Source: an optimization exercise on an open RTL-to-GDS flow (aim: small area). Production flows keep margins and buffers that such runs may drop.
Function was not checked in any run shown here: the RTL went through the layout flow alone.
Power figures rest on the tool's default switching activity, not on a simulated workload.

`flow/design.v`:
```
package tiler_pkg;
  localparam ARRAY_WIDTH = 12;
endpackage
`timescale 1ns/100ps
module tiler_top (
  input  logic                      clk_int,
  input  logic                      rst_ni,
  input  logic                      clear_i,
  input  logic                      start_i,
  input  logic [53:0]               cfg_i,
  output logic                      ready_o,
  output logic                      valid_o,
  output logic [363:0]              result_o
);
  function automatic logic ge_const(input logic [12:0] x, input logic [12:0] k);
    ge_const = 1'b1;
    for (int i = 0; i < 13; i++) begin
      ge_const = k[i] ? (x[i] & ge_const) : (x[i] | ge_const);
    end
  endfunction
  logic       busy_q, valid_q;
  logic [5:0] t_q;
  logic       load, ph_div, ph_p, ph_xw, last;
  assign load   = start_i & ~busy_q;
  assign ph_div = busy_q & (t_q < 6'd15);
  assign ph_p   = busy_q & (t_q >= 6'd15) & (t_q < 6'd30);
  assign ph_xw  = busy_q & (t_q >= 6'd30);
  assign last   = busy_q & (t_q == 6'd54);
  always_ff @(posedge clk_int or negedge rst_ni) begin
    if (!rst_ni) begin
      busy_q  <= 1'b0;
      valid_q <= 1'b0;
    end else if (clear_i) begin
      busy_q  <= 1'b0;
      valid_q <= 1'b0;
    end else begin
      valid_q <= last;
      if (load)      busy_q <= 1'b1;
      else if (last) busy_q <= 1'b0;
    end
  end
  always_ff @(posedge clk_int) begin
    t_q <= busy_q ? t_q + 6'd1 : 6'd0;
  end
  logic [15:0] n_q, k_q;
  logic [1:0]  m_lo_q;
  logic [2:0]  op_q;
  logic [1:0]  fmt_q;
  always_ff @(posedge clk_int) begin
    if (load) begin
      n_q    <= cfg_i[21:6];
      k_q    <= cfg_i[37:22];
      m_lo_q <= cfg_i[39:38];
      op_q   <= cfg_i[5:3];
      fmt_q  <= {cfg_i[2] | cfg_i[1], cfg_i[2] | cfg_i[0]};
    end
  end
  logic [14:0] u_d, u_q;
  logic [1:0]  r3_q;
  logic        u_msb, qbit;
  logic [2:0]  tr;
  tiler_rca #(.W(15)) u_rca_u (.a({1'b0, cfg_i[53:40]}), .b({13'd0, 1'b1, cfg_i[39] | cfg_i[38]}),
                               .ci(1'b0), .s(u_d), .co());
  assign u_msb = u_q[14];
  assign tr    = {r3_q, u_msb};
  assign qbit  = (tr >= 3'd3);
  always_ff @(posedge clk_int) begin
    if (load) begin
      u_q  <= u_d;
      r3_q <= 2'd0;
    end else begin
      u_q <= {u_q[13:0], ph_div ? qbit : u_msb};
      if (ph_div) r3_q <= qbit ? 2'(tr - 3'd3) : tr[1:0];
    end
  end
  logic [12:0] a_iter, b_iter, c_iter;
  logic [13:0] d_iter;
  logic [3:0]  m_mod;
  logic        n_lo_nz;
  logic [14:0] a_ring;
  assign a_ring  = {u_q[9:0], u_q[14:10]};
  assign a_iter  = a_ring[12:0];
  assign n_lo_nz = |n_q[1:0];
  tiler_rca #(.W(13)) u_rca_b (.a({1'b0, k_q[15:4]}), .b(13'd0), .ci(|k_q[3:0]), .s(b_iter), .co());
  tiler_rca #(.W(13)) u_rca_c (.a({1'b0, n_q[15:4]}), .b(13'd0), .ci(|n_q[3:0]), .s(c_iter), .co());
  tiler_rca #(.W(14)) u_rca_d (.a(n_q[15:2]), .b(14'd0), .ci(n_lo_nz), .s(d_iter), .co());
  assign m_mod   = {(m_lo_q == 2'd0) ? ((r3_q == 2'd2) ? 2'd0 : r3_q + 2'd1) : r3_q, m_lo_q};
  logic [17:0] n3, k3;
  tiler_rca #(.W(18)) u_rca_n3 (.a({2'b0, n_q}), .b({1'b0, n_q, 1'b0}), .ci(1'b0), .s(n3), .co());
  tiler_rca #(.W(18)) u_rca_k3 (.a({2'b0, k_q}), .b({1'b0, k_q, 1'b0}), .ci(1'b0), .s(k3), .co());
  logic [2:0] slots;
  assign slots = {1'b0, n_q[3:2]} + {2'b0, n_lo_nz};
  logic [24:0] p_q;
  logic        abit;
  logic [24:0] p_add;
  assign abit  = ph_p & u_msb;
  tiler_rca #(.W(25)) u_rca_p (.a({p_q[23:0], 1'b0}), .b({12'd0, b_iter & {13{abit}}}),
                               .ci(1'b0), .s(p_add), .co());
  always_ff @(posedge clk_int) begin
    p_q <= {p_add[24:1], p_add[0] | (ph_xw & p_q[24])};
  end
  logic        pbit;
  logic [31:0] x_q;
  logic [29:0] w_q;
  assign pbit = ph_xw & p_q[24];
  logic [31:0] x_add;
  logic [29:0] w_add;
  tiler_rca #(.W(32)) u_rca_x (.a({x_q[30:0], 1'b0}), .b({19'd0, c_iter & {13{pbit}}}),
                               .ci(1'b0), .s(x_add), .co());
  tiler_rca #(.W(30)) u_rca_w (.a({w_q[28:0], 1'b0}), .b({16'd0, d_iter & {14{pbit}}}),
                               .ci(1'b0), .s(w_add), .co());
  always_ff @(posedge clk_int) begin
    x_q <= x_add;
    w_q <= w_add;
  end
  logic [26:0] p3;
  logic        c3;
  assign c3 = p_q[12] ? ge_const(p_q[12:0], 13'd5462) : ge_const(p_q[12:0], 13'd2731);
  tiler_rca #(.W(13)) u_rca_p3l (.a(p_q[12:0]), .b({p_q[11:0], 1'b0}),
                                 .ci(1'b0), .s(p3[12:0]), .co());
  tiler_rca #(.W(14)) u_rca_p3h (.a({2'b0, p_q[24:13]}), .b({1'b0, p_q[24:12]}),
                                 .ci(c3), .s(p3[26:13]), .co());
  logic [4:0] s1_op;
  logic [2:0] s1_rnd, s2_rnd, cfmt;
  always_comb begin
    case (op_q[2:1])
      2'd0:    s1_op = 5'd0;
      2'd1:    s1_op = 5'd2;
      2'd2:    s1_op = 5'd3;
      default: s1_op = 5'd7;
    endcase
  end
  assign s1_rnd = {2'b0, op_q[2] & op_q[1]};
  assign s2_rnd = {2'b0, ~op_q[0] & (op_q[2] ^ op_q[1])};
  assign cfmt   = {fmt_q[1], ~fmt_q[1], fmt_q[0]};
  assign result_o = {
    3'd0, a_iter,                  
    3'd0, c_iter,                  
    d_iter, 2'd0,                  
    3'd0, b_iter,                  
    4'd0, m_mod,                   
    4'd0, n_q[3:0],                
    6'd0, n_q[1:0],                
    4'd0, k_q[3:0],                
    3'd0, slots, 2'd0,             
    15'd0, n_q, 1'b0,              
    11'd0, n3, 3'd0,               
    15'd0, k_q, 1'b0,              
    11'd0, k3, 3'd0,               
    s1_op,                         
    5'd7,                          
    s1_rnd,                        
    s2_rnd,                        
    cfmt,                          
    op_q != 3'd0,                  
    p_q[15:0],                     
    x_q,                           
    w_q, 2'd0,                     
    3'd0, p3, 2'd0                 
  };
  assign ready_o = ~busy_q;
  assign valid_o = valid_q;
endmodule
module tiler_rca #(
  parameter int W = 8
) (
  input  logic [W-1:0] a,
  input  logic [W-1:0] b,
  input  logic         ci,
  output logic [W-1:0] s,
  output logic         co
);
  logic [W:0] c;
  assign c[0] = ci;
  for (genvar i = 0; i < W; i++) begin : g_bit
    assign s[i]   = a[i] ^ b[i] ^ c[i];
    assign c[i+1] = (a[i] & b[i]) | (c[i] & (a[i] ^ b[i]));
  end
  assign co = c[W];
endmodule
```
`flow/flow/run.sh`:
```
#!/bin/bash
# The standard layout, with the smallest buffer on the ports and the
# constant outputs left on the synthesis tie cells.
set -euo pipefail
export BUFFER_PORTS_ARGS="-buffer_cell sky130_fd_sc_hd__buf_1"
export SKIP_REPAIR_TIE_FANOUT=1
bash standard.sh > standard_flow.log 2>&1
```
`flow/standard.sh`:
```
#!/bin/bash
# synth_recipe.tcl (not shown) runs the flow's synth.tcl, then flattens the netlist and writes it again
# the make line also repeats each setting of config.mk as NAME=value (left out here)
make -C /OpenROAD-flow-scripts/flow DESIGN_CONFIG=/design/flow/config.mk WORK_HOME=/design/flow/orfs CLKGATE_MAP_FILE= SYNTH_SCRIPT=/design/flow/synth_recipe.tcl "${@:-finish}"
```
`flow/config.mk`:
```
export PLATFORM = sky130hd
export DESIGN_NAME = tiler_top
export DESIGN_NICKNAME = tiler_top
export VERILOG_FILES = /design/flow/design.v
export SDC_FILE = /design/flow/constraint.sdc
export NUM_CORES = 4
export LEC_CHECK = 0
export CAP_MARGIN = 20
export CORE_MARGIN = 2
export CORE_UTILIZATION = 40
export SLEW_MARGIN = 20
```
`flow/constraint.sdc`:
```
create_clock -name core_clock -period 10.0 [get_ports {clk_int}]
set_input_delay 2.0000 -clock core_clock [delete_from_list [all_inputs] [get_ports {clk_int}]]
set_output_delay 2.0000 -clock core_clock [all_outputs]
set_load 0.01 [all_outputs]
```
==> metrics.md, run 1 <==
| Metric | Value |
|---|---|
| Worst endpoint required time | `just over 10 ns` |
| Slew HR | `between 50% and 60%` |
| Slew Limit Fails | `0` |
| Hold_buf cts | `0` |
| Clock Latency Late Sink | `about 0.42 ns` |
| Crit path launch type | `flop` |
| Fin crit period | `slightly above 9 ns` |
| # DRC | `0` |
| Share of cells above drive strength 1 | `approximately 7%` |
| Clock Power Share | `between 40% and 50%` |
| Final setup skew | `approximately 0.014 ns` |
| Pre-CTS setup slack | `approximately 0.7 ns` |
| Primary FF master, synth | `dfxtp_1` |
| Xor/xnor share of the synthesized area | `less than 1%` |
| Initial antenna violation count | `0` |
| Largest net degree at the start of global routing | `110` |
| Syn Nets | `946` |
| Worst-Margin Slew | `0.709 ns` |
| Pleak | `4.48 nW` |
| Internal Power | `between 1 and 1.5 mW` |
| Total grt overflow | `0` |
| Row cnt | `54` |
| Gr usage total | `about 17%` |
| Met2 wirelength from detailed routing | `9.90 mm` |
| Wire length per cell | `about 17 um` |
| Synthesized instance count | `about 690` |
| R2R setup slack | `between 0.7 and 0.8 ns` |
| Core area | `roughly 0.022 mm2` |
| Critical path fanouts, max | `5` |
| Most frequent cells after synthesis | `159 x buf_4, 115 x ha_1, 110 x dfxtp_1, 84 x fa_1, 42 x inv_1` |
| Crit path largest cell delay | `0.48 ns` |
| Ranking of synthesized cells by area | `dfxtp_1 25%, fa_1 19%, ha_1 16%, buf_4 14%, edfxtp_1 13%` |
| Setup-failing EPs final | `0` |
| Maximum vdd drop | `98.3 uV` |
| Yosys cell types | `43` |
| First-pass GRT wire length | `a little over 30 mm` |
| Reg power frac | `44.4%` |
| Fin util | `about 45%` |
| Drt first pass iters | `4` |
| Setup_tns | `0 ns` |
| Worst path slowest cell | `edfxtp_1` |
| #FFs+latches synth | `about 150` |
| Clock Path Buffers | `2` |
| CP Capture Type | `flop` |
| WP data arrival | `9.60 ns` |
| Adder-cell share of the synthesized area | `a little over a third` |
| Sw Pwr | `0.458 mW` |
| Yosys top cell area share | `roughly 25%` |
| Initial DRC Count | `170` |
| Post-synthesis mux area share | `between 1.5 and 2%` |
| Post-Syn Area | `~0.0088 mm2` |
| Htree depth | `4` |
| Most common cell in the netlist | `buf_4` |
| Status | `finished clean` |
| Worst hold path type | `reg2reg` |
| Seq/Total Area, Yosys | `about two fifths` |
| RSZ-0062 raised after global routing | `no` |
| Die Area | `~0.023 mm2` |
| Routed Wire Length | `~19 mm` |
| Met1 Wirelength | `about 7.5 mm` |
| Hold Worst Slack | `0.451 ns` |
| CTS buffer count | `17` |
| Initial core utilization | `between 40 and 50%` |
| Routability congestion estimate | `0.801` |
| Wire length on met3 | `1.50 mm` |
| Yosys warning count | `1` |
| IO Pins | `around 420` |
| CP most frequent cell | `ha_1` |
| Biggest area consumer among synthesized cells | `dfxtp_1` |
| ANT cells | `0` |
| Via count | `approximately 5200` |
| Fin nets | `roughly 1100` |
| Final Hold Viols | `0` |
| Synth Area in Compound Gates | `between 2 and 2.5%` |
| Worst-path clk slew | `0.08 ns` |
| Layout overhead on the synthesized area | `10.2%` |
| Vias per cell | `~4.5` |
| Tcrit/Tclk final | `93.0%` |
| Crit Path Class | `reg2reg` |
| Gates resized, CTS repair | `0` |
| Placed Area | `a little over 0.009 mm2` |
| Clock root buffer | `clkbuf_16` |
| CTS tree | `yes` |
| Logic pwr share | `between 10 and 15%` |
| Die width | `153 um` |
| Synth Area in Simple Gates | `around 5.1%` |
| PD cells | `about 160 mW/mm2` |
| Die height | `about 150 um` |
| Post-DP HPWL | `between 15 and 20 mm` |
| Worst setup margin | `between 0.7 and 0.8 ns` |
| Clock Sink Count | `151` |
| # Post-CTS Setup Buffers | `0` |
| EDFF count, synth | `39` |
| Final non-filler cell area | `about 0.0097 mm2` |
| Post-synth ARST share | `under 10%` |
| Vias in the first global route | `5391` |
| Switching Fraction | `30.2%` |
| Final ANT Viol Nets | `0` |
| F_max | `108 MHz` |
| Uppermost layer routed | `met4` |
| Combinational family with the most area after synthesis | `adder cells` |
| Max Cap Viol | `0` |
| Avg Inst Size Synth | `about 13 um2` |
| PortBufs | `approximately 310` |
[registers in the layout, indices dropped and copies added (netlist names), 3 cells and up]
signal / flops
k_q: 16
n_q: 16
op_q: 3
p_q: 25
t_q: 6
u_q: 15
w_q: 30
x_q: 32
[final timing paths]
check | to | start | cells after the start
setup / recovery | x_q[31]$_DFF_P_ | n_q[2]$_DFFE_PP_ | 39
min in group asynchronous | busy_q$_DFFE_PN0P_ | rst_ni | 1
hold reg to reg | x_q[31]$_DFF_P_ | x_q[30]$_DFF_P_ | 1
setup reg to reg | x_q[31]$_DFF_P_ | n_q[2]$_DFFE_PP_ | 39
hold / removal | x_q[31]$_DFF_P_ | x_q[30]$_DFF_P_ | 1
max in group asynchronous | valid_q$_DFF_PN0_ | rst_ni | 1
[logic make-up after synthesis]
group | count (synthesis)
XOR/XNOR | 9
buffers and inverters | 209
flip-flops | 151
AND/OR/NAND/NOR | 78
multiplexers | 15
adder cells (fa/ha/maj) | 199
AO/OA/AOI/OAI | 26
other | 2
[placed cells by master, fill, tap and decap left out, drive strengths merged, types with 2 or more instances in the layout]
cell,count
edfxtp,39
o2111ai,3
and2,37
nand3,3
o21ai,7
inv,50
and3,2
buf,313
clkbuf,17
a21oi,8
xnor2,4
ha,115
fa,84
nor2,11
nor3,2
or3,3
xor2,5
nand2,9
dfrtp,2
conb,2
mux2,14
or2,4
a211oi,2
clkinv,8
dfxtp,110
[stage by stage]
stage / std cells / power, mW
floorplan: 689 / 0.857
global placement: 1116 / 0.878
detailed placement: 1116 / 0.879
CTS: 1148 / 1.55
global route: 1148 / 1.59
finish: 1148 / 1.52
[final cells by class]
type | instances | area, um2
fill | 2086 | 12000
clock buffer | 17 | 425
sequential | 151 | 3420
multi-input combinational | 329 | 4000
timing repair buffer | 313 | 1180
inverter | 43 | 161
tap | 280 | 350
clock inverter | 15 | 194
[critical path, delay by kind of cell (launching register included)]
kind	cells	cell delay, ns
buffers and inverters	3	0.25
adder cells (fa/ha/maj)	33	8.10
flip-flops	1	0.48
XOR/XNOR	1	0.15
AND/OR/NAND/NOR	2	0.20
[power groups by stage]
stage          logic [mW]  registers [mW]  clock network [mW]
2_1_floorplan       0.171           0.686                   0
3_3_place_gp        0.189           0.689                   0
3_5_place_dp        0.189           0.690                   0
4_1_cts             0.191           0.676               0.678
5_1_grt             0.209           0.680               0.699
6_report            0.187           0.675               0.658
[per-layer routing]
metal  vias up  GRT usage [%]
li1       2447              -
met1      2502           19.8
met2       187           29.1
met3        19           5.75
met4         0           5.03
met5         -              0
==> inputs of run 2 (changes only) <==
==> flow/flow/run.sh (replaced) <==
#!/bin/bash
# The standard layout, with the smallest buffer on the ports, the constant
# outputs left on the synthesis tie cells, and a small clock tree.
set -euo pipefail
export BUFFER_PORTS_ARGS="-buffer_cell sky130_fd_sc_hd__buf_1"
export SKIP_REPAIR_TIE_FANOUT=1
export CTS_ARGS="-sink_clustering_enable -repair_clock_nets -dont_use_dummy_load -buf_list {sky130_fd_sc_hd__clkbuf_4 sky130_fd_sc_hd__clkbuf_8} -root_buf sky130_fd_sc_hd__clkbuf_8"
bash standard.sh > standard_flow.log 2>&1
==> run 2 against run 1 <==
Still clean. First-iteration DRC count is 3.5% higher. Wire length shrank 0.32%. Flip-flop and latch count unchanged. Total power is 20% lower. Via count decreased by 0.81%. Global-route usage shrank 0.079 points. Clock-buffer cell count is the same. Final cell count is 1.3% lower. Critical path type unchanged. Largest cell class unchanged.
==> metrics.md, run 2 <==
| Metric | Value |
|---|---|
| Die width | `around 150 um` |
| ANT cells | `0` |
| Post-Syn Area | `0.00883 mm2` |
| Final Hold Viols | `0` |
| Post-synthesis mux area share | `approximately 1.9%` |
| Syn Nets | `~950` |
| Pleak | `between 4 and 5 nW` |
| # DRC | `0` |
| Worst R2R Start | `n_q[2]$_DFFE_PP_` |
| Slew Limit Fails | `0` |
| Final non-filler cell area | `0.00935 mm2` |
| Initial antenna violation count | `0` |
| Biggest area consumer among synthesized cells | `dfxtp_1` |
| Die Area | `~0.023 mm2` |
| Gr usage total | `~17%` |
| Worst-Margin Slew | `about 0.71 ns` |
| IO Pins | `~420` |
| Initial DRC Count | `176` |
| Max Cap Viol | `0` |
| Worst hold path type | `reg2reg` |
| Final ANT Viol Nets | `0` |
| Worst endpoint required time | `roughly 10 ns` |
| Routability congestion estimate | `approximately 0.80` |
| Hold_buf cts | `0` |
| Xor/xnor share of the synthesized area | `less than 1%` |
| Most frequent cells after synthesis | `159 x buf_4, 115 x ha_1, 110 x dfxtp_1, 84 x fa_1, 42 x inv_1` |
| # Post-CTS Setup Buffers | `0` |
| WP data arrival | `a little under 10 ns` |
| CP Capture Type | `flop` |
| Slew HR | `52.5%` |
| Combinational family with the most area after synthesis | `adder cells` |
| #FFs+latches synth | `approximately 150` |
| Worst path slowest cell | `edfxtp_1` |
| Die height | `approximately 150 um` |
| EDFF count, synth | `39` |
| Fin nets | `around 1100` |
| Crit path launch type | `flop` |
| Non-Filler Instances | `roughly 1100` |
| Vias per cell | `between 4 and 5` |
| Crit path largest cell delay | `roughly 0.48 ns` |
| Status | `finished clean` |
| Worst setup margin | `~0.7 ns` |
| F_max | `around 110 MHz` |
| Tcrit/Tclk final | `between 90% and 100%` |
| Synthesized instance count | `just under 700` |
| Routed Wire Length | `19.1 mm` |
| Crit Path Class | `reg2reg` |
| Post-Place Cells | `roughly 1100` |
| # fillers | `around 2100` |
| Hold Worst Slack | `0.451 ns` |
| Row cnt | `54` |
| Largest net degree at the start of global routing | `110` |
| Largest register FFs | `32` |
| PortBufs | `around 310` |
| PD cells | `130 mW/mm2` |
| Post-DP HPWL | `16.0 mm` |
| Fin util | `a little over two fifths` |
| Avg Inst Size Synth | `around 13 um2` |
| Gates resized, CTS repair | `0` |
| Seq/Total Area, Yosys | `38.7%` |
| CTS buffer count | `17` |
| Yosys top cell area share | `around a quarter` |
| Most frequent cells in the layout | `311 x buf_1, 115 x ha_1, 110 x dfxtp_1` |
| Core area | `approximately 0.022 mm2` |
| Final setup skew | `between 0.05 and 0.06 ns` |
| Via count | `about 5100` |
| Vias in the first global route | `about 5300` |
| Share of cells above drive strength 1 | `5.16%` |
| Commonest non-fill, non-tap cell in the layout | `buf_1` |
| Yosys warning count | `1` |
| Total grt overflow | `0` |
| First-pass GRT wire length | `30.0 mm` |
| Layout overhead on the synthesized area | `5.88%` |
| Synth Area in Compound Gates | `roughly 2.0%` |
| Fin crit period | `~9.3 ns` |
| Setup-failing EPs final | `0` |
| Htree depth | `4` |
| Critical hold path startpoint | `x_q[30]$_DFF_P_` |
| Clock root buffer | `clkbuf_8` |
| Top flop regs | `x_q: 32 flops, w_q: 30 flops, p_q: 25 flops` |
| Critical path launch point | `n_q[2]$_DFFE_PP_` |
| Wire length per cell | `approximately 17 um` |
| CP most frequent cell | `ha_1` |
| Critical path fanouts, max | `5` |
| Most common cell in the netlist | `buf_4` |
| Post-synth ARST share | `1.32%` |
| Adder-cell share of the synthesized area | `a little over a third` |
| Clock Latency Late Sink | `around 0.47 ns` |
| Clock Path Buffers | `2` |
| RSZ-0062 raised after global routing | `no` |
| Maximum vdd drop | `roughly 81 uV` |
| Synth Area in Simple Gates | `5.10%` |
| Ranking of synthesized cells by area | `dfxtp_1 25%, fa_1 19%, ha_1 16%, buf_4 14%, edfxtp_1 13%` |
| Drt first pass iters | `4` |
| Initial core utilization | `40.6%` |
| Pre-CTS setup slack | `between 0.6 and 0.7 ns` |
| Total power | `between 1 and 1.5 mW` |
| Worst-path clk slew | `~0.09 ns` |
| Setup_tns | `0 ns` |
| Yosys cell types | `43` |
| Primary FF master, synth | `dfxtp_1` |
| Clock Sink Count | `between 150 and 200` |
| CTS tree | `yes` |
| Largest Register | `x_q` |
| Placed Area | `between 0.009 and 0.01 mm2` |
run 2: cell types whose count changed in the layout (fill, tap and decap cells not counted), sizes merged:
cell | previous run | this run
inv | 50 | 42
clkinv | 8 | 1
run 2: power by group:
| group | internal [mW] | switching, mW | total (mW) |
|---|---|---|---|
| Sequential | 0.651 | 0.0247 | 0.676 |
| Clock | 0.150 | 0.200 | 0.350 |
| Combinational | 0.0667 | 0.120 | 0.187 |
| Total | 0.867 | 0.345 | 1.21 |
run 2: worst paths after layout:
path / endpoint / slack, ns / cells past startpoint
min: x_q[31]$_DFF_P_ / 0.45 / 1
min in group asynchronous: valid_q$_DFF_PN0_ / 1.32 / 1
min reg2reg: x_q[31]$_DFF_P_ / 0.45 / 1
max in group asynchronous: busy_q$_DFFE_PN0P_ / 8.54 / 1
max: x_q[31]$_DFF_P_ / 0.71 / 39
max reg2reg: x_q[31]$_DFF_P_ / 0.71 / 39
run 2: worst max-delay path, delay by kind of cell, from the launching register on:
kind                     cells  cell delay (ns)
XOR/XNOR                     1             0.15
adder cells (fa/ha/maj)     33             8.08
AND/OR/NAND/NOR              2             0.20
buffers and inverters        3             0.26
flip-flops                   1             0.48
run 2: per-layer routing:
metal | up-vias | GRT usage [%] | wire (um) | part of all wire, %
li1 | 2429 | - | - | -
met1 | 2472 | 19.5 | 7490 | 39
met2 | 188 | 29.0 | 9770 | 51
met3 | 24 | 5.92 | 1540 | 8.1
met4 | 0 | 4.98 | 342 | 1.8
met5 | - | 0 | 0 | 0
run 2: cells by family (layout without fill, tap and decap cells):
kind of cell	after synthesis	count (layout)
fa+ha+maj	199	199
xor+xnor	9	9
flops	151	151
buf+inv	209	373
mux	15	15
simple gates	78	78
compound gates	26	26
other cells	2	2
run 2: layout make-up:
| class | instances | area (um2) | area share (%) |
|---|---|---|---|
| clock buffer | 17 | 234 | 2.50 |
| inverter | 43 | 161 | 1.73 |
| multi-input combinational | 329 | 4000 | 42.8 |
| sequential | 151 | 3420 | 36.6 |
| tap | 280 | 350 | 3.75 |
| timing repair buffer | 313 | 1180 | 12.6 |
==> inputs of run 3 (changes only) <==
==> flow/flow/run.sh (replaced) <==
#!/bin/bash
# The standard layout, with the smallest buffer on the ports, the constant
# outputs left on the synthesis tie cells, and a small clock tree.
set -euo pipefail
export BUFFER_PORTS_ARGS="-buffer_cell sky130_fd_sc_hd__buf_1"
export SKIP_REPAIR_TIE_FANOUT=1
export CTS_ARGS="-sink_clustering_enable -repair_clock_nets -dont_use_dummy_load -buf_list sky130_fd_sc_hd__clkbuf_8 -root_buf sky130_fd_sc_hd__clkbuf_8 -sink_clustering_size 30"
bash standard.sh > standard_flow.log 2>&1
==> run 3 against run 2 <==
Wire length did not move. Via count did not move. Worst setup slack did not move. Final cell count did not move. Die area did not move. Sequential share of layout area did not move.
==> metrics.md, run 3 <==
| Metric | Value |
|---|---|
| Critical path fanouts, max | `5` |
| #FFs+latches synth | `roughly 150` |
| CTS tree | `yes` |
| Gates resized, CTS repair | `0` |
| Die Area | `0.0233 mm2` |
| Largest net degree at the start of global routing | `110` |
| Fin nets | `1112` |
| PortBufs | `a little over 300` |
| Logic pwr share | `15.4%` |
| Routability congestion estimate | `0.801` |
| Yosys top cell area share | `around 25%` |
| Clock Power Share | `about 29%` |
| Clock root buffer | `clkbuf_8` |
| PD cells | `130 mW/mm2` |
| Most frequent cells in the layout | `311 x buf_1, 115 x ha_1, 110 x dfxtp_1` |
| CP most frequent cell | `ha_1` |
| Worst-path clk slew | `0.09 ns` |
| Largest Register | `x_q` |
| Switching Fraction | `between 20 and 30%` |
| Worst-Margin Slew | `just over 0.7 ns` |
| Total power | `1.21 mW` |
| Die width | `~150 um` |
| Avg Inst Size Synth | `around 13 um2` |
| Worst setup margin | `between 0.7 and 0.8 ns` |
| Worst hold path stage count | `1` |
| Status | `finished clean` |
| Die height | `between 150 and 200 um` |
| Fin crit period | `around 9.3 ns` |
| Setup crit end | `x_q[31]$_DFF_P_` |
| Crit Path Class | `reg2reg` |
| Hold_buf cts | `0` |
| Ranking of synthesized cells by area | `dfxtp_1 25%, fa_1 19%, ha_1 16%, buf_4 14%, edfxtp_1 13%` |
| Clock Path Buffers | `2` |
| Commonest non-fill, non-tap cell in the layout | `buf_1` |
| R2R setup slack | `between 0.7 and 0.8 ns` |
| CP bufs+invs | `3` |
| Core area | `0.0218 mm2` |
| Via count | `approximately 5000` |
| Initial antenna violation count | `0` |
| Htree depth | `4` |
| Worst endpoint required time | `about 10 ns` |
| Biggest area consumer among synthesized cells | `dfxtp_1` |
| CP Capture Type | `flop` |
| Most common cell in the netlist | `buf_4` |
| Register-to-Register Path Depth | `39` |
| Largest register FFs | `32` |
| Clock Sink Count | `~150` |
| Most frequent cells after synthesis | `159 x buf_4, 115 x ha_1, 110 x dfxtp_1, 84 x fa_1, 42 x inv_1` |
| Worst path slowest cell | `edfxtp_1` |
| Critical path launch point | `n_q[2]$_DFFE_PP_` |
| Crit path launch type | `flop` |
| Total grt overflow | `0` |
| Final setup skew | `~0.052 ns` |
| Yosys warning count | `1` |
| Wire length per cell | `16.9 um` |
| CTS buffer count | `17` |
| Reg2reg end | `x_q[31]$_DFF_P_` |
| CP delay by family, top | `adder cells` |
| Row cnt | `54` |
| Syn Nets | `946` |
| IO Pins | `424` |
| M3 GR Usage | `around 5.9%` |
| Post-Syn Area | `0.00883 mm2` |
| Reg power frac | `55.7%` |
| Clock Latency Late Sink | `0.47 ns` |
| EDFF count, synth | `39` |
| Pre-CTS setup slack | `between 0.6 and 0.7 ns` |
| Share of cells above drive strength 1 | `about 5.2%` |
| Max Cap Viol | `0` |
| GR Util met2 | `approximately 29%` |
| Setup-failing EPs final | `0` |
| Primary FF master, synth | `dfxtp_1` |
| Gr usage total | `16.7%` |
| Sw Pwr | `between 0.3 and 0.4 mW` |
| Seq/Total Area, Yosys | `38.7%` |
| ANT cells | `0` |
| Post-synth ARST share | `under 10%` |
| Tcrit/Tclk final | `between 90% and 100%` |
| Slew HR | `a little over half` |
| Top flop regs | `x_q: 32 flops, w_q: 30 flops, p_q: 25 flops` |
| Routed Wire Length | `19.1 mm` |
| Post-DP HPWL | `between 15 and 20 mm` |
| Final Hold Viols | `0` |
| Internal Power | `around 0.87 mW` |
| # Post-CTS Setup Buffers | `0` |
| Vias per cell | `around 4.5` |
| Setup_tns | `0 ns` |
| Initial DRC Count | `about 180` |
| RSZ-0062 raised after global routing | `no` |
| F_max | `108 MHz` |
| Crit path largest cell delay | `approximately 0.48 ns` |
| Layout overhead on the synthesized area | `5.88%` |
| WP data arrival | `9.61 ns` |
| Initial core utilization | `40.6%` |
| Yosys cell types | `between 40 and 50` |
| Worst R2R Start | `n_q[2]$_DFFE_PP_` |
| GR Util met1 | `around 20%` |
| Drt first pass iters | `4` |
| Maximum vdd drop | `80.8 uV` |
| Final ANT Viol Nets | `0` |
| Critical hold path startpoint | `x_q[30]$_DFF_P_` |
| Slew Limit Fails | `0` |
| Worst hold path type | `reg2reg` |
| Levels on crit path | `39` |
| Vias in the first global route | `roughly 5300` |
| # DRC | `0` |
| Synthesized instance count | `between 600 and 700` |
| Most Crowded Layer GR | `met2` |
| Pleak | `4.30 nW` |
| First-pass GRT wire length | `around 30 mm` |
| Hold Worst Slack | `roughly 0.45 ns` |
run 3: power by group through the flow:
stage	registers (mW)	logic [mW]	clock network [mW]
2_1_floorplan	0.686	0.171	0
3_3_place_gp	0.689	0.189	0
3_5_place_dp	0.690	0.189	0
4_1_cts	0.677	0.191	0.367
5_1_grt	0.680	0.209	0.382
6_report	0.676	0.187	0.350
run 3: logic make-up after synthesis:
kind of cell    after synthesis  share of synthesized area, %
buf+inv                     209                          15.9
mux                          15                          1.90
compound gates               26                          2.01
fa+ha+maj                   199                          35.3
other cells                   2                        0.0850
flops                       151                          38.7
xor+xnor                      9                         0.892
simple gates                 78                          5.10
run 3: worst reg2reg max path, delay by kind of cell (launching register included):
kind	cells	cell delay [ns]
adder cells (fa/ha/maj)	33	8.10
XOR/XNOR	1	0.15
buffers and inverters	3	0.26
flip-flops	1	0.48
AND/OR/NAND/NOR	2	0.21
run 3: layout make-up:
class | count | area (um2)
multi-input cells | 329 | 4000
clock buffers | 17 | 234
inverters | 43 | 161
fillers | 2128 | 12400
well taps | 280 | 350
repair buffers | 313 | 1180
flip-flops and latches | 151 | 3420
run 3: through the flow:
step | instances | util, % | cell area, um2
floorplan | 689 | - | 8830
global placement | 1116 | 41.9 | 9120
detailed placement | 1116 | 41.9 | 9120
CTS | 1133 | 43.0 | 9350
global route | 1133 | 43.0 | 9350
finish | 1133 | 43.0 | 9350
run 3: worst min-delay path by stage:
stage,end,slack [ns]
floorplan,t_q[0]$_SDFF_PN0_,0.43
global placement,x_q[31]$_DFF_P_,0.43
detailed placement,u_q[10]$_DFF_P_,0.44
CTS,x_q[31]$_DFF_P_,0.45
global route,x_q[31]$_DFF_P_,0.48
finish,x_q[31]$_DFF_P_,0.45
run 3: layer usage:
metal / vias up / wire, um
met5: - / 0
met2: 188 / 9770
met4: 0 / 342
met3: 24 / 1540
li1: 2429 / -
met1: 2472 / 7490
==> inputs of run 4 (changes only) <==
--- a/flow/design.v
+++ b/flow/design.v
@@ -20,21 +20,18 @@
   endfunction
-  logic       busy_q, valid_q;
+  logic       busy_q, valid;
   logic [5:0] t_q;
-  logic       load, ph_div, ph_p, ph_xw, last;
-  assign load   = start_i & ~busy_q;
-  assign ph_div = busy_q & (t_q < 6'd15);
-  assign ph_p   = busy_q & (t_q >= 6'd15) & (t_q < 6'd30);
-  assign ph_xw  = busy_q & (t_q >= 6'd30);
-  assign last   = busy_q & (t_q == 6'd54);
+  logic       load, ph_div, ph_p, ph_xw;
+  assign load   = start_i & ready_o;
+  assign ph_div = busy_q & (t_q < 6'd13);
+  assign ph_p   = busy_q & (t_q >= 6'd13) & (t_q < 6'd26);
+  assign ph_xw  = busy_q & (t_q >= 6'd26);
+  assign valid  = busy_q & (t_q == 6'd51);
   always_ff @(posedge clk_int or negedge rst_ni) begin
     if (!rst_ni) begin
-      busy_q  <= 1'b0;
-      valid_q <= 1'b0;
+      busy_q <= 1'b0;
     end else if (clear_i) begin
-      busy_q  <= 1'b0;
-      valid_q <= 1'b0;
+      busy_q <= 1'b0;
     end else begin
-      valid_q <= last;
-      if (load)      busy_q <= 1'b1;
-      else if (last) busy_q <= 1'b0;
+      if (load)       busy_q <= 1'b1;
+      else if (valid) busy_q <= 1'b0;
     end
@@ -42,3 +39,3 @@
   always_ff @(posedge clk_int) begin
-    t_q <= busy_q ? t_q + 6'd1 : 6'd0;
+    t_q <= (busy_q & ~valid) ? t_q + 6'd1 : 6'd0;
   end
@@ -57,3 +54,4 @@
   end
-  logic [14:0] u_d, u_q;
+  logic [14:0] u_d;
+  logic [12:0] u_q;
   logic [1:0]  r3_q;
@@ -63,3 +61,3 @@
                                .ci(1'b0), .s(u_d), .co());
-  assign u_msb = u_q[14];
+  assign u_msb = u_q[12];
   assign tr    = {r3_q, u_msb};
@@ -68,6 +66,6 @@
     if (load) begin
-      u_q  <= u_d;
-      r3_q <= 2'd0;
+      u_q  <= u_d[12:0];
+      r3_q <= u_d[14:13];
     end else begin
-      u_q <= {u_q[13:0], ph_div ? qbit : u_msb};
+      u_q <= {u_q[11:0], ph_div ? qbit : u_msb};
       if (ph_div) r3_q <= qbit ? 2'(tr - 3'd3) : tr[1:0];
@@ -79,5 +77,3 @@
   logic        n_lo_nz;
-  logic [14:0] a_ring;
-  assign a_ring  = {u_q[9:0], u_q[14:10]};
-  assign a_iter  = a_ring[12:0];
+  assign a_iter  = {u_q[11:0], u_q[12]};
   assign n_lo_nz = |n_q[1:0];
@@ -160,4 +156,4 @@
   };
-  assign ready_o = ~busy_q;
-  assign valid_o = valid_q;
+  assign ready_o = ~busy_q | valid;
+  assign valid_o = valid;
 endmodule
@@ -175,4 +171,3 @@
   for (genvar i = 0; i < W; i++) begin : g_bit
-    assign s[i]   = a[i] ^ b[i] ^ c[i];
-    assign c[i+1] = (a[i] & b[i]) | (c[i] & (a[i] ^ b[i]));
+    assign {c[i+1], s[i]} = {1'b0, a[i]} + {1'b0, b[i]} + {1'b0, c[i]};
   end
==> flow/flow/run.sh (replaced) <==
#!/bin/bash
# The standard layout, with the smallest buffer on the ports, the constant
# outputs left on the synthesis tie cells, and a small clock tree.
set -euo pipefail
export BUFFER_PORTS_ARGS="-buffer_cell sky130_fd_sc_hd__buf_1"
export SKIP_REPAIR_TIE_FANOUT=1
export CTS_ARGS="-sink_clustering_enable -repair_clock_nets -dont_use_dummy_load -buf_list sky130_fd_sc_hd__clkbuf_8 -root_buf sky130_fd_sc_hd__clkbuf_8 -sink_clustering_size 40 -sink_clustering_max_diameter 300 -sink_clustering_buffer sky130_fd_sc_hd__clkbuf_16"
bash standard.sh > standard_flow.log 2>&1
==> run 4 against run 3 <==
Still clean. Sequential power is 2% lower. Clock skew is 0.019 ns lower. Wire length about the same. Die area is 1.7% lower. Critical endpoint is now w_q[29]$_DFF_P_. Largest power group unchanged.
==> metrics.md, run 4 <==
| Metric | Value |
|---|---|
| Crit path largest cell delay | `0.45 ns` |
| Top flop regs | `x_q: 32 flops, w_q: 30 flops, p_q: 25 flops` |
| Die Area | `between 0.02 and 0.025 mm2` |
| R2R setup slack | `0.40 ns` |
| Fin crit period | `roughly 9.6 ns` |
| EDFF count, synth | `41` |
| Largest net degree at the start of global routing | `110` |
| Multi-input gate area | `between 0.004 and 0.005 mm2` |
| Register-to-Register Path Depth | `35` |
| Routability congestion estimate | `0.796` |
| Non-Filler Instances | `1120` |
| CTS buffer count | `17` |
| Status | `finished clean` |
| Drt first pass iters | `4` |
| Vias per cell | `4.50` |
| Setup crit end | `w_q[29]$_DFF_P_` |
| Hold_buf cts | `0` |
| Final setup skew | `approximately 0.033 ns` |
| Placed Area | `between 0.009 and 0.01 mm2` |
| Worst endpoint required time | `between 10 and 15 ns` |
| CP most frequent cell | `ha_1` |
| Largest register FFs | `32` |
| Post-Place Cells | `about 1100` |
| Worst-Margin Slew | `between 0.5 and 0.6 ns` |
| ANT cells | `0` |
| Total grt overflow | `0` |
| Htree depth | `4` |
| Most common cell in the netlist | `buf_4` |
| # fillers | `~2000` |
| Initial antenna violation count | `0` |
| #FFs+latches synth | `about 150` |
| Biggest area consumer among synthesized cells | `dfxtp_1` |
| Layout overhead on the synthesized area | `8.03%` |
| Max Cap Viol | `0` |
| F_max | `about 100 MHz` |
| Primary FF master, synth | `dfxtp_1` |
| First-pass GRT wire length | `around 28 mm` |
| Row cnt | `53` |
| Total power | `1.21 mW` |
| PortBufs | `~310` |
| Uppermost layer routed | `met4` |
| Die width | `151 um` |
| Routed Wire Length | `roughly 19 mm` |
| Pre-CTS setup slack | `-0.0641 ns` |
| CTS tree | `yes` |
| Syn Nets | `approximately 900` |
| IO Pins | `approximately 420` |
| WP data arrival | `around 10 ns` |
| Final non-filler cell area | `between 0.009 and 0.01 mm2` |
| Setup-failing EPs final | `0` |
| Core area | `between 0.02 and 0.025 mm2` |
| Slew Limit Fails | `0` |
| Via count | `5038` |
| Clock Latency Late Sink | `0.45 ns` |
| Slew HR | `a little under two thirds` |
| Yosys cell types | `42` |
| Worst path slowest cell | `fa_1` |
| Reg2reg end | `w_q[29]$_DFF_P_` |
| Final ANT Viol Nets | `0` |
| Most frequent cells after synthesis | `147 x buf_4, 115 x ha_1, 106 x dfxtp_1, 84 x fa_1, 41 x edfxtp_1` |
| Worst R2R Start | `n_q[0]$_DFFE_PP_` |
| Clock Path Buffers | `2` |
| Wire length on met3 | `1.35 mm` |
| Critical path fanouts, max | `3` |
| Post-DP HPWL | `16.1 mm` |
| Fin util | `between 40% and 50%` |
| Gr usage total | `between 15 and 20%` |
| Seq/Total Area, Yosys | `38.9%` |
| Post-synth ARST share | `0.676%` |
| Post-Syn Area | `around 0.0087 mm2` |
| Yosys top cell area share | `around a quarter` |
| Synthesized instance count | `660` |
| Sequential Area | `between 0.003 and 0.004 mm2` |
| Ranking of synthesized cells by area | `dfxtp_1 24%, fa_1 19%, ha_1 17%, edfxtp_1 14%, buf_4 13%` |
| CP Capture Type | `flop` |
| Worst-path clk slew | `about 0.090 ns` |
| Met1 Wirelength | `approximately 7.3 mm` |
| Levels on crit path | `35` |
| Fin nets | `roughly 1100` |
| Largest Register | `x_q` |
| Critical path launch point | `n_q[0]$_DFFE_PP_` |
| Maximum vdd drop | `about 68 uV` |
| CP delay by family, top | `adder cells` |
| Pleak | `~4.4 nW` |
| Commonest non-fill, non-tap cell in the layout | `buf_1` |
| Crit path launch type | `flop` |
| Die height | `~150 um` |
| # DRC | `0` |
| Tcrit/Tclk final | `approximately 96%` |
| RSZ-0062 raised after global routing | `no` |
| Worst setup margin | `around 0.4 ns` |
| Final Hold Viols | `0` |
| Met2 wirelength from detailed routing | `10.2 mm` |
| Yosys warning count | `1` |
| Initial DRC Count | `143` |
| Worst hold path type | `reg2reg` |
| Wire length per cell | `~17 um` |
| Share of cells above drive strength 1 | `slightly below 7%` |
| Avg Inst Size Synth | `between 10 and 15 um2` |
| Initial core utilization | `41.0%` |
| Crit Path Class | `reg2reg` |
| CP bufs+invs | `2` |
| Clock root buffer | `clkbuf_8` |
| PD cells | `129 mW/mm2` |
| Most frequent cells in the layout | `311 x buf_1, 115 x ha_1, 106 x dfxtp_1` |
| Vias in the first global route | `between 5000 and 6000` |
| Clock Sink Count | `~150` |
-- run 4: cell count changes after synthesis, sizes merged, moves of 3 or more --
cell	before	now
clkbuf	0	3
buf	166	149
dfxtp	110	106
o2111ai	3	0
inv	42	34
a21oi	8	4
-- run 4: worst min-delay path by stage --
stage	startpoint	to	slack [ns]	depth (start not counted)
after floorplan	t_q[0]$_SDFF_PN0_	t_q[0]$_SDFF_PN0_	0.44	1
after global placement	w_q[28]$_DFF_P_	w_q[29]$_DFF_P_	0.43	1
after detailed placement	x_q[30]$_DFF_P_	x_q[31]$_DFF_P_	0.44	1
after CTS	x_q[30]$_DFF_P_	x_q[31]$_DFF_P_	0.45	1
after global routing	x_q[30]$_DFF_P_	x_q[31]$_DFF_P_	0.47	1
final	x_q[30]$_DFF_P_	x_q[31]$_DFF_P_	0.45	1
-- run 4: timing repair --
action                     CTS  global route
setup buffers                0             0
setup endpoints to repair    1             5
gates resized for setup      1             8
-- run 4: cell type report --
cell class              count  area share [%]
repair buffers            320            13.2
flip-flops and latches    148            36.0
clock buffers              17            2.49
well taps                 275            3.67
inverters                  34            1.41
multi-input cells         326            43.2
-- run 4: kinds of logic after synthesis --
group	count (synthesis)	share of synthesized area (%)
AOI/OAI and AO/OA	23	1.86
buffers and inverters	186	14.7
adders and majority gates	199	35.9
xor gates and xnor gates	9	0.908
other	2	0.0865
muxes	15	2.28
and+or+nand+nor	78	5.36
DFF	148	38.9
-- run 4: metrics by stage --
step / hold slack, ns / TNS (ns)
3_5_place_dp: 0.443 / -0.0641
3_3_place_gp: 0.433 / 0
6_report: 0.452 / 0
2_1_floorplan: 0.445 / 0
5_1_grt: 0.473 / 0
4_1_cts: 0.454 / 0
-- run 4: report_power, final --
group          leakage, nW  switching [mW]  total, mW  internal [mW]
Sequential            1.26          0.0246      0.665          0.641
Clock                0.122           0.194      0.344          0.150
Combinational         2.98           0.124      0.196         0.0722
-- run 4: per-layer routing --
layer  up-vias  track usage [%]
li1       2399                -
met1      2444             19.6
met2       180             29.2
met3        15             5.21
met4         0             4.95
met5         -                0
==> inputs of run 5 (changes only) <==
--- a/flow/config.mk
+++ b/flow/config.mk
@@ -7,5 +7,5 @@
 export LEC_CHECK = 0
-export CAP_MARGIN = 20
+export CAP_MARGIN = 0
 export CORE_MARGIN = 2
 export CORE_UTILIZATION = 40
-export SLEW_MARGIN = 20
+export SLEW_MARGIN = 0
==> run 5 against run 4 <==
Area after synthesis unchanged. Non-clock buffer count unchanged. Sequential power is essentially flat. Via count stayed put. Maximum frequency stayed put. Largest power group unchanged.
==> metrics.md, run 5 <==
| Metric | Value |
|---|---|
| Final ANT Viol Nets | `0` |
| Via count | `between 5000 and 6000` |
| Hold_buf cts | `0` |
| Post-synth ARST share | `less than 1%` |
| Worst-path clk slew | `0.09 ns` |
| Setup-failing EPs final | `0` |
| Crit path largest cell delay | `roughly 0.45 ns` |
| PortBufs | `about 310` |
| First-pass GRT wire length | `28.2 mm` |
| Register-to-Register Path Depth | `35` |
| CTS tree | `yes` |
| ANT cells | `0` |
| Largest register FFs | `32` |
| Layout overhead on the synthesized area | `8.03%` |
| Post-DP HPWL | `roughly 16 mm` |
| Biggest area consumer among synthesized cells | `dfxtp_1` |
| Tcrit/Tclk final | `a little over nine tenths` |
| Hold Worst Slack | `roughly 0.45 ns` |
| Fin crit period | `approximately 9.6 ns` |
| Post-Syn Area | `between 0.008 and 0.009 mm2` |
| PD cells | `around 130 mW/mm2` |
| Setup_tns | `0 ns` |
| Vias in the first global route | `between 5000 and 6000` |
| Yosys warning count | `1` |
| Commonest non-fill, non-tap cell in the layout | `buf_1` |
| Initial core utilization | `41.0%` |
| Final setup skew | `roughly 0.033 ns` |
| Die width | `between 150 and 200 um` |
| Fin nets | `between 1000 and 1500` |
| Die Area | `between 0.02 and 0.025 mm2` |
| Slew Limit Fails | `0` |
| Routability congestion estimate | `between 0.7 and 0.8` |
| EDFF count, synth | `41` |
| Clock Path Buffers | `2` |
| Synthesized instance count | `660` |
| R2R setup slack | `approximately 0.40 ns` |
| Initial antenna violation count | `0` |
| Die height | `around 150 um` |
| Yosys cell types | `42` |
| Worst path slowest cell | `fa_1` |
| Drt first pass iters | `4` |
| CTS buffer count | `17` |
| Routed Wire Length | `around 19 mm` |
| Core area | `around 0.021 mm2` |
| Non-Filler Instances | `roughly 1100` |
| Row cnt | `53` |
| Worst R2R Start | `n_q[0]$_DFFE_PP_` |
| Critical path fanouts, max | `3` |
| Critical hold path startpoint | `x_q[30]$_DFF_P_` |
| Crit Path Class | `reg2reg` |
| Reg2reg end | `w_q[29]$_DFF_P_` |
| Share of cells above drive strength 1 | `6.75%` |
| Largest Register | `x_q` |
| Setup crit end | `w_q[29]$_DFF_P_` |
| Total power | `~1.2 mW` |
| Primary FF master, synth | `dfxtp_1` |
| Pre-CTS setup slack | `-0.0641 ns` |
| Largest net degree at the start of global routing | `110` |
| Most frequent cells in the layout | `311 x buf_1, 115 x ha_1, 106 x dfxtp_1` |
| Yosys top cell area share | `between 20% and 30%` |
| Seq/Total Area, Yosys | `approximately 40%` |
| Final Hold Viols | `0` |
| Critical path launch point | `n_q[0]$_DFFE_PP_` |
| Avg Inst Size Synth | `13.2 um2` |
| Worst endpoint required time | `10.35 ns` |
| IO Pins | `around 420` |
| Worst hold path type | `reg2reg` |
| Status | `finished clean` |
| Vias per cell | `4.50` |
| Clock Latency Late Sink | `approximately 0.45 ns` |
| Clock Sink Count | `between 100 and 150` |
| Worst setup margin | `about 0.4 ns` |
| Gr usage total | `16.7%` |
| WP data arrival | `approximately 10 ns` |
| F_max | `~100 MHz` |
| Total grt overflow | `0` |
| Crit path launch type | `flop` |
| Max Cap Viol | `0` |
| Wire length per cell | `17.1 um` |
| Post-Place Cells | `about 1100` |
| Initial DRC Count | `approximately 140` |
| Top flop regs | `x_q: 32 flops, w_q: 30 flops, p_q: 25 flops` |
| CP most frequent cell | `ha_1` |
| CP Capture Type | `flop` |
| Worst-Margin Slew | `between 0.5 and 0.6 ns` |
| Syn Nets | `just over 900` |
| Clock root buffer | `clkbuf_8` |
| #FFs+latches synth | `148` |
| Pleak | `about 4.4 nW` |
| Htree depth | `4` |
| Ranking of synthesized cells by area | `dfxtp_1 24%, fa_1 19%, ha_1 17%, edfxtp_1 14%, buf_4 13%` |
| Slew HR | `a little under two thirds` |
| Maximum vdd drop | `around 68 uV` |
| # DRC | `0` |
| Most frequent cells after synthesis | `147 x buf_4, 115 x ha_1, 106 x dfxtp_1, 84 x fa_1, 41 x edfxtp_1` |
| RSZ-0062 raised after global routing | `no` |
| Most common cell in the netlist | `buf_4` |
-- run 5: how the worst min path moves through the flow --
| stage | end | slack, ns | depth (start not counted) |
|---|---|---|---|
| after detailed placement | x_q[31]$_DFF_P_ | 0.44 | 1 |
| after global routing | x_q[31]$_DFF_P_ | 0.47 | 1 |
| final | x_q[31]$_DFF_P_ | 0.45 | 1 |
| after global placement | w_q[29]$_DFF_P_ | 0.43 | 1 |
| after CTS | x_q[31]$_DFF_P_ | 0.45 | 1 |
| after floorplan | t_q[0]$_SDFF_PN0_ | 0.44 | 1 |
-- run 5: timing repair --
| item | in CTS | in global routing |
|---|---|---|
| buffers inserted | 0 | 0 |
| setup endpoints to repair | 1 | 5 |
| resized for setup | 1 | 8 |
-- run 5: worst max-delay path, delay by kind of cell, from the launching register on --
family / cells / cell delay (ns)
buffers and inverters: 2 / 0.13
xor gates and xnor gates: 1 / 0.15
DFF: 1 / 0.39
adders and majority gates: 31 / 8.70
and+or+nand+nor: 1 / 0.15
-- run 5: cell type report --
type,instances,area [um2]
clock buffer,17,234
fill,2026,11800
inverter,34,133
multi-input combinational,326,4060
sequential,148,3380
tap,275,344
timing repair buffer,320,1230
-- run 5: report_power, final --
part           total [mW]  internal (mW)  leakage [nW]  switching (mW)
registers           0.665          0.641          1.26          0.0246
clock network       0.344          0.150         0.122           0.194
logic               0.196         0.0722          2.98           0.124
total                1.21          0.863          4.37           0.342
-- run 5: per-layer routing --
| layer | vias to the layer above | global-route usage [%] | share of wire [%] |
|---|---|---|---|
| met5 | - | 0 | 0 |
| met4 | 0 | 4.95 | 1.3 |
| met3 | 15 | 5.21 | 7.1 |
| met2 | 180 | 29.2 | 53 |
| met1 | 2444 | 19.6 | 38 |
| li1 | 2399 | - | - |
-- run 5: metrics by stage --
stage                     area [um2]  util (%)
after floorplan                 8680         -
after global placement          9120      43.1
after detailed placement        9120      43.1
after CTS                       9360      44.2
after global routing            9380      44.3
final                           9380      44.3
-- run 5: logic make-up after synthesis --
logic type	count (synthesis)	share of synthesized area (%)
multiplexers	15	2.28
AND/OR/NAND/NOR	78	5.36
flip-flops	148	38.9
buffers and inverters	186	14.7
XOR/XNOR	9	0.908
other	2	0.0865
adder cells (fa/ha/maj)	199	35.9
AO/OA/AOI/OAI	23	1.86
==> inputs of run 6 (changes only) <==
--- a/flow/design.v
+++ b/flow/design.v
@@ -20,6 +20,6 @@
   endfunction
-  logic       busy_q, valid;
+  logic       busy_q, valid_q, last;
   logic [5:0] t_q;
   logic       load, ph_div, ph_p, ph_xw;
-  assign load   = start_i & ready_o;
+  assign load   = start_i & ~busy_q;
   assign ph_div = busy_q & (t_q < 6'd13);
@@ -27,11 +27,14 @@
   assign ph_xw  = busy_q & (t_q >= 6'd26);
-  assign valid  = busy_q & (t_q == 6'd51);
+  assign last   = busy_q & (t_q == 6'd50);
   always_ff @(posedge clk_int or negedge rst_ni) begin
     if (!rst_ni) begin
-      busy_q <= 1'b0;
+      busy_q  <= 1'b0;
+      valid_q <= 1'b0;
     end else if (clear_i) begin
-      busy_q <= 1'b0;
+      busy_q  <= 1'b0;
+      valid_q <= 1'b0;
     end else begin
-      if (load)       busy_q <= 1'b1;
-      else if (valid) busy_q <= 1'b0;
+      valid_q <= last;
+      if (load)      busy_q <= 1'b1;
+      else if (last) busy_q <= 1'b0;
     end
@@ -39,3 +42,3 @@
   always_ff @(posedge clk_int) begin
-    t_q <= (busy_q & ~valid) ? t_q + 6'd1 : 6'd0;
+    t_q <= busy_q ? t_q + 6'd1 : 6'd0;
   end
@@ -78,5 +81,8 @@
   assign a_iter  = {u_q[11:0], u_q[12]};
-  assign n_lo_nz = |n_q[1:0];
-  tiler_rca #(.W(13)) u_rca_b (.a({1'b0, k_q[15:4]}), .b(13'd0), .ci(|k_q[3:0]), .s(b_iter), .co());
-  tiler_rca #(.W(13)) u_rca_c (.a({1'b0, n_q[15:4]}), .b(13'd0), .ci(|n_q[3:0]), .s(c_iter), .co());
+  logic k_lo_nz, n_lo16_nz;
+  assign n_lo_nz   = |n_q[1:0];
+  assign n_lo16_nz = |n_q[3:0];
+  assign k_lo_nz   = |k_q[3:0];
+  tiler_rca #(.W(13)) u_rca_b (.a({1'b0, k_q[15:4]}), .b(13'd0), .ci(k_lo_nz), .s(b_iter), .co());
+  tiler_rca #(.W(13)) u_rca_c (.a({1'b0, n_q[15:4]}), .b(13'd0), .ci(n_lo16_nz), .s(c_iter), .co());
   tiler_rca #(.W(14)) u_rca_d (.a(n_q[15:2]), .b(14'd0), .ci(n_lo_nz), .s(d_iter), .co());
@@ -92,4 +98,4 @@
   assign abit  = ph_p & u_msb;
-  tiler_rca #(.W(25)) u_rca_p (.a({p_q[23:0], 1'b0}), .b({12'd0, b_iter & {13{abit}}}),
-                               .ci(1'b0), .s(p_add), .co());
+  tiler_rca #(.W(25)) u_rca_p (.a({p_q[23:0], 1'b0}), .b({13'd0, k_q[15:4] & {12{abit}}}),
+                               .ci(abit & k_lo_nz), .s(p_add), .co());
   always_ff @(posedge clk_int) begin
@@ -101,8 +107,13 @@
   assign pbit = ph_xw & p_q[24];
+  logic d_wrap_q, pbit_w;
+  always_ff @(posedge clk_int) begin
+    d_wrap_q <= (&n_q[15:2]) & n_lo_nz;
+  end
+  assign pbit_w = pbit & ~d_wrap_q;
   logic [31:0] x_add;
   logic [29:0] w_add;
-  tiler_rca #(.W(32)) u_rca_x (.a({x_q[30:0], 1'b0}), .b({19'd0, c_iter & {13{pbit}}}),
-                               .ci(1'b0), .s(x_add), .co());
-  tiler_rca #(.W(30)) u_rca_w (.a({w_q[28:0], 1'b0}), .b({16'd0, d_iter & {14{pbit}}}),
-                               .ci(1'b0), .s(w_add), .co());
+  tiler_rca #(.W(32)) u_rca_x (.a({x_q[30:0], 1'b0}), .b({20'd0, n_q[15:4] & {12{pbit}}}),
+                               .ci(pbit & n_lo16_nz), .s(x_add), .co());
+  tiler_rca #(.W(30)) u_rca_w (.a({w_q[28:0], 1'b0}), .b({16'd0, n_q[15:2] & {14{pbit_w}}}),
+                               .ci(pbit_w & n_lo_nz), .s(w_add), .co());
   always_ff @(posedge clk_int) begin
@@ -156,4 +167,4 @@
   };
-  assign ready_o = ~busy_q | valid;
-  assign valid_o = valid;
+  assign ready_o = ~busy_q;
+  assign valid_o = valid_q;
 endmodule
--- a/flow/config.mk
+++ b/flow/config.mk
@@ -7,5 +7,5 @@
 export LEC_CHECK = 0
-export CAP_MARGIN = 0
+export CAP_MARGIN = 20
 export CORE_MARGIN = 2
 export CORE_UTILIZATION = 40
-export SLEW_MARGIN = 0
+export SLEW_MARGIN = 20
==> run 6 against run 5 <==
Still clean on timing, DRC and antenna. Total power down 0.61%. Clock-buffer cell count unchanged. Maximum frequency rose by 0.55%. Final cell count up 4.9%. Hold slack worse by 0.024 ns. Worst setup slack improved by 0.053 ns. Clock skew is 0.0059 ns higher. Sequential power up 0.9%. Critical path type unchanged. Largest power group unchanged.
==> metrics.md, run 6 <==
| Metric | Value |
|---|---|
| # DRC | `0` |
| Vias per cell | `roughly 4.5` |
| Yosys top cell area share | `24.4%` |
| Final setup skew | `about 0.039 ns` |
| Seq/Total Area, Yosys | `about two fifths` |
| Synthesized instance count | `~700` |
| Routed Wire Length | `approximately 19 mm` |
| Initial core utilization | `around two fifths` |
| PD cells | `126 mW/mm2` |
| CTS buffer count | `17` |
| Initial DRC Count | `around 220` |
| Layout overhead on the synthesized area | `8.17%` |
| PortBufs | `311` |
| Gr usage total | `~16%` |
| Primary FF master, synth | `dfxtp_1` |
| Wire length per cell | `between 15 and 20 um` |
| CTS tree | `yes` |
| Drt first pass iters | `4` |
| Sequential Area | `roughly 0.0034 mm2` |
| Total grt overflow | `0` |
| #FFs+latches synth | `150` |
| Status | `finished clean` |
| Yosys warning count | `1` |
| Routability congestion estimate | `just over 0.8` |
| # fillers | `about 2100` |
| Avg Inst Size Synth | `around 12 um2` |
| Top flop regs | `x_q: 32 flops, w_q: 30 flops, p_q: 25 flops` |
| Slew Limit Fails | `0` |
| Core area | `about 0.022 mm2` |
| Clock Path Buffers | `2` |
| Critical path fanouts, max | `5` |
| Htree depth | `4` |
| Worst endpoint required time | `just over 10 ns` |
| Largest Register | `x_q` |
| Crit Path Class | `reg2reg` |
| R2R setup slack | `0.45 ns` |
| Worst-Margin Slew | `~0.71 ns` |
| Clock Latency Late Sink | `0.45 ns` |
| Most common cell in the netlist | `buf_4` |
| Row cnt | `54` |
| Ranking of synthesized cells by area | `dfxtp_1 24%, fa_1 19%, ha_1 17%, edfxtp_1 14%, buf_4 13%` |
| Post-synth ARST share | `under 10%` |
| Post-DP HPWL | `about 15 mm` |
| Die height | `152 um` |
| Biggest area consumer among synthesized cells | `dfxtp_1` |
| Slew HR | `52.7%` |
| Fin crit period | `~9.6 ns` |
| Via count | `5285` |
| Most frequent cells in the layout | `311 x buf_1, 117 x ha_1, 107 x dfxtp_1` |
| Commonest non-fill, non-tap cell in the layout | `buf_1` |
| IO Pins | `424` |
| Most frequent cells after synthesis | `147 x buf_4, 117 x ha_1, 107 x dfxtp_1, 85 x fa_1, 46 x nand2_1` |
| Tcrit/Tclk final | `between 90% and 100%` |
| Final Hold Viols | `0` |
| Clock Sink Count | `150` |
| WP data arrival | `9.88 ns` |
| F_max | `around 100 MHz` |
| Worst-path clk slew | `about 0.11 ns` |
| Vias in the first global route | `5429` |
| Post-Syn Area | `0.00879 mm2` |
| Syn Nets | `just under 1000` |
| Die width | `152 um` |
| Maximum vdd drop | `around 80 uV` |
| Pleak | `between 4 and 5 nW` |
| Fin nets | `1156` |
| Yosys cell types | `40` |
| Share of cells above drive strength 1 | `between 5 and 6%` |
| Final ANT Viol Nets | `0` |
| Setup-failing EPs final | `0` |
| Die Area | `~0.023 mm2` |
| Setup_tns | `0 ns` |
| EDFF count, synth | `41` |
| Crit path largest cell delay | `approximately 0.47 ns` |
| CP Capture Type | `flop` |
| Worst path slowest cell | `edfxtp_1` |
| Worst hold path type | `reg2reg` |
| Initial antenna violation count | `1` |
| Max Cap Viol | `0` |
| Clock root buffer | `clkbuf_8` |
| Non-Filler Instances | `1175` |
| Largest net degree at the start of global routing | `between 100 and 150` |
| Largest register FFs | `32` |
| Multi-input gate area | `0.00411 mm2` |
| CP most frequent cell | `ha_1` |
| Crit path launch type | `flop` |
| First-pass GRT wire length | `29.4 mm` |
| Post-Place Cells | `about 1200` |
==> run 6: what timing repair did <==
action                                  4_1_cts  5_1_grt
resized for setup                             1       10
endpoints found under the setup margin        1        5
buffers inserted                              0        2
hold buffers                                  0        0
pin swaps                                     0        0
==> run 6: area by class of cell <==
type	instances	share of cell area (%)
diodes	1	0.0263
clock buffers	17	2.46
inverters	38	1.50
multi-input cells	367	43.2
flip-flops and latches	150	36.0
well taps	280	3.68
repair buffers	322	13.1
==> run 6: power breakdown <==
group | internal (mW) | leakage (nW) | switching, mW
logic | 0.0610 | 2.98 | 0.120
clock network | 0.150 | 0.122 | 0.196
registers | 0.647 | 1.28 | 0.0246
total | 0.858 | 4.39 | 0.340
==> run 6: critical path, delay by kind of cell, from the launching register on <==
family        cells  cell delay (ns)
fa+ha+maj        32             8.01
xor+xnor          1             0.16
simple gates      2             0.50
buf+inv           4             0.30
flops             1             0.47
==> run 6: worst paths after layout <==
kind	from	to	depth (start not counted)
setup reg to reg	n_q[1]$_DFFE_PP_	x_q[31]$_DFF_P_	39
hold reg to reg	u_q[5]$_DFF_P_	u_q[6]$_DFF_P_	2
min in group asynchronous	rst_ni	busy_q$_DFFE_PN0P_	1
setup / recovery	n_q[1]$_DFFE_PP_	x_q[31]$_DFF_P_	39
hold / removal	u_q[5]$_DFF_P_	u_q[6]$_DFF_P_	2
max in group asynchronous	rst_ni	valid_q$_DFF_PN0_	1
==> run 6: routing by layer <==
metal  vias up  GRT usage (%)  wire (um)
met5         -              0          0
li1       2519              -          -
met3        21           5.69       1330
met2       206           28.6       9510
met1      2539           18.8       7410
met4         0           4.76        283
==> run 6: per-stage QoR <==
step	utilization (%)	power [mW]	hold slack [ns]	worst slack (ns)	area, um2
global route	43.9	1.27	0.442	-0.0231	9510
CTS	43.7	1.22	0.432	0.0325	9470
detailed placement	42.6	0.867	0.435	-0.0597	9240
floorplan	-	0.838	0.429	0.126	8790
finish	43.9	1.20	0.428	0.450	9510
global placement	42.6	0.866	0.429	0.0598	9240
==> run 6: cells by family after synthesis <==
kind of cell    after synthesis  share of synthesized area, %
flops                       150                          38.9
buf+inv                     192                          14.6
other cells                   2                        0.0854
fa+ha+maj                   202                          36.0
xor+xnor                      9                         0.896
mux                           1                         0.128
compound gates               23                          1.91
simple gates                130                          7.44
==> inputs of run 7 (changes only) <==
--- a/flow/design.v
+++ b/flow/design.v
@@ -106,3 +106,7 @@
   logic [29:0] w_q;
-  assign pbit = ph_xw & p_q[24];
+  logic pbit_q;
+  always_ff @(posedge clk_int) begin
+    pbit_q <= busy_q & (t_q >= 6'd25) & (t_q != 6'd50) & p_add[24];
+  end
+  assign pbit = pbit_q;
   logic d_wrap_q, pbit_w;
==> run 7 against run 6 <==
Global-route usage barely moved. Critical path depth decreased by 5. Critical endpoint is now w_q[29]$_DFF_P_. Via count increased by 0.53%. Non-clock buffer count fell by 5. Clock skew fell by 0.0046 ns. First-iteration DRC count grew 4.5%. Register-to-register slack worse by 0.07 ns.
==> metrics.md, run 7 <==
| Metric | Value |
|---|---|
| Setup-failing EPs final | `0` |
| Clock root buffer | `clkbuf_8` |
| Top flop regs | `x_q: 32 flops, w_q: 30 flops, p_q: 25 flops` |
| Most frequent cells in the layout | `311 x buf_1, 117 x ha_1, 108 x dfxtp_1` |
| Worst hold path stage count | `2` |
| Gr usage total | `16.3%` |
| Yosys top cell area share | `between 20% and 30%` |
| PortBufs | `between 300 and 400` |
| Seq/Total Area, Yosys | `39.0%` |
| Die width | `about 150 um` |
| Worst path slowest cell | `edfxtp_1` |
| Yosys cell types | `42` |
| CTS tree | `yes` |
| Post-DP HPWL | `15.2 mm` |
| Worst hold path type | `reg2reg` |
| Hold EP | `u_q[10]$_DFF_P_` |
| Hold Worst Slack | `0.433 ns` |
| Final Hold Viols | `0` |
| Row cnt | `54` |
| Syn Nets | `965` |
| Most common cell in the netlist | `buf_4` |
| Pleak | `~4.4 nW` |
| Primary FF master, synth | `dfxtp_1` |
| #FFs+latches synth | `around 150` |
| Critical hold path startpoint | `u_q[9]$_DFF_P_` |
| Total grt overflow | `0` |
| Placed Area | `0.00923 mm2` |
| Largest Register | `x_q` |
| CP most frequent cell | `ha_1` |
| Die Area | `between 0.02 and 0.025 mm2` |
| Slew HR | `approximately half` |
| Final non-filler cell area | `~0.0095 mm2` |
| Clock Path Buffers | `2` |
| Ranking of synthesized cells by area | `dfxtp_1 24%, fa_1 19%, ha_1 17%, edfxtp_1 14%, buf_4 13%` |
| Maximum vdd drop | `a little over 80 uV` |
| IO Pins | `424` |
| Status | `finished clean` |
| Worst-path clk slew | `0.09 ns` |
| # fillers | `roughly 2100` |
| PD cells | `~130 mW/mm2` |
| EDFF count, synth | `between 40 and 50` |
| F_max | `~100 MHz` |
| Largest register FFs | `32` |
| Via count | `roughly 5300` |
| Register-to-Register Path Depth | `34` |
| Die height | `approximately 150 um` |
| CP Capture Type | `flop` |
| Yosys warning count | `1` |
| Vias per cell | `4.56` |
| R2R setup slack | `approximately 0.38 ns` |
| CTS buffer count | `17` |
| Initial antenna violation count | `0` |
| Tcrit/Tclk final | `96.2%` |
| Reg2reg end | `w_q[29]$_DFF_P_` |
| Non-Filler Instances | `1166` |
| Initial core utilization | `between 40% and 50%` |
| Core area | `~0.022 mm2` |
| Routed Wire Length | `18.5 mm` |
| Routability congestion estimate | `0.827` |
| Post-Place Cells | `between 1000 and 1500` |
| Share of cells above drive strength 1 | `between 6 and 7%` |
| Biggest area consumer among synthesized cells | `dfxtp_1` |
| Fin nets | `1148` |
| Fin crit period | `9.62 ns` |
| Max Cap Viol | `0` |
| Vias in the first global route | `around 5600` |
| Slew Limit Fails | `0` |
| Critical path fanouts, max | `5` |
| Worst R2R Start | `n_q[0]$_DFFE_PP_` |
| Final setup skew | `around 0.035 ns` |
| Drt first pass iters | `4` |
-- run 7: cell count changes after synthesis, sizes merged, moves of 2 or more --
cell,change
a21oi,+2
buf,-2
inv,-4
nand2,-2
-- run 7: layout make-up --
type	count	area, um2	area share, %
well taps	280	350	3.69
inverters	34	128	1.34
flip-flops and latches	151	3440	36.3
clock buffers	17	234	2.46
multi-input cells	367	4130	43.5
repair buffers	317	1210	12.8
-- run 7: worst max path at each step --
| stage | start | to | slack [ns] | cells after the start |
|---|---|---|---|---|
| after floorplan | n_q[1]$_DFFE_PP_ | x_q[31]$_DFF_P_ | 0.53 | 39 |
| after global placement | n_q[1]$_DFFE_PP_ | x_q[31]$_DFF_P_ | 0.25 | 39 |
| after detailed placement | n_q[1]$_DFFE_PP_ | x_q[31]$_DFF_P_ | 0.09 | 39 |
| after CTS | n_q[1]$_DFFE_PP_ | x_q[31]$_DFF_P_ | 0.002 | 39 |
| after global routing | n_q[0]$_DFFE_PP_ | x_q[31]$_DFF_P_ | -0.005 | 39 |
| final | n_q[0]$_DFFE_PP_ | w_q[29]$_DFF_P_ | 0.38 | 34 |
-- run 7: tightest hold or removal path, cell delays in order (launching register included) --
cell and delay [ns]:
dfxtp_1 0.32, nand2_1 0.05, nand2_1 0.04
-- run 7: through the flow --
step,util [%],power (mW),setup TNS (ns),worst slack [ns]
after global routing,43.6,1.29,-0.00492,-0.00492
after detailed placement,42.4,0.891,0,0.0928
after CTS,43.5,1.24,0,0.00217
after global placement,42.4,0.889,0,0.254
after floorplan,-,0.858,0,0.532
final,43.6,1.22,0,0.380
-- run 7: metal layers --
metal  part of all wire [%]  track usage, %
met1                     38            18.1
met3                    5.9            4.64
met2                     53            29.5
met5                      0               0
met4                    2.8            6.35
-- run 7: repair_timing --
item / in CTS / in global routing
gates resized for setup: 0 / 6
endpoints found under the setup margin: 0 / 4
setup buffers: 0 / 2
hold buffers: 0 / 0
-- run 7: power breakdown --
part           internal (mW)  total [mW]  switching [mW]
Clock                  0.150       0.342           0.192
Combinational         0.0657       0.194           0.128
Sequential             0.653       0.681          0.0284
-- run 7: kinds of logic (layout without fill, tap and decap cells) --
family,count (synthesis),after routing,share of synthesized area [%]
other,2,2,0.0850
XOR/XNOR,9,9,0.893
AO/OA/AOI/OAI,26,26,1.97
flip-flops,151,151,39.0
AND/OR/NAND/NOR,127,127,7.68
multiplexers,1,1,0.127
adder cells (fa/ha/maj),202,202,35.8
buffers and inverters,187,368,14.4

Re-timed with assumed drivers on the ports (clkbuf_16 on the clock, buf_2 on other inputs), run 7 has 0.380 ns of setup slack against 0.380 ns with ideal ports, and 0.380 ns once port delays also move by the mid clock arrival of 0.464 ns.
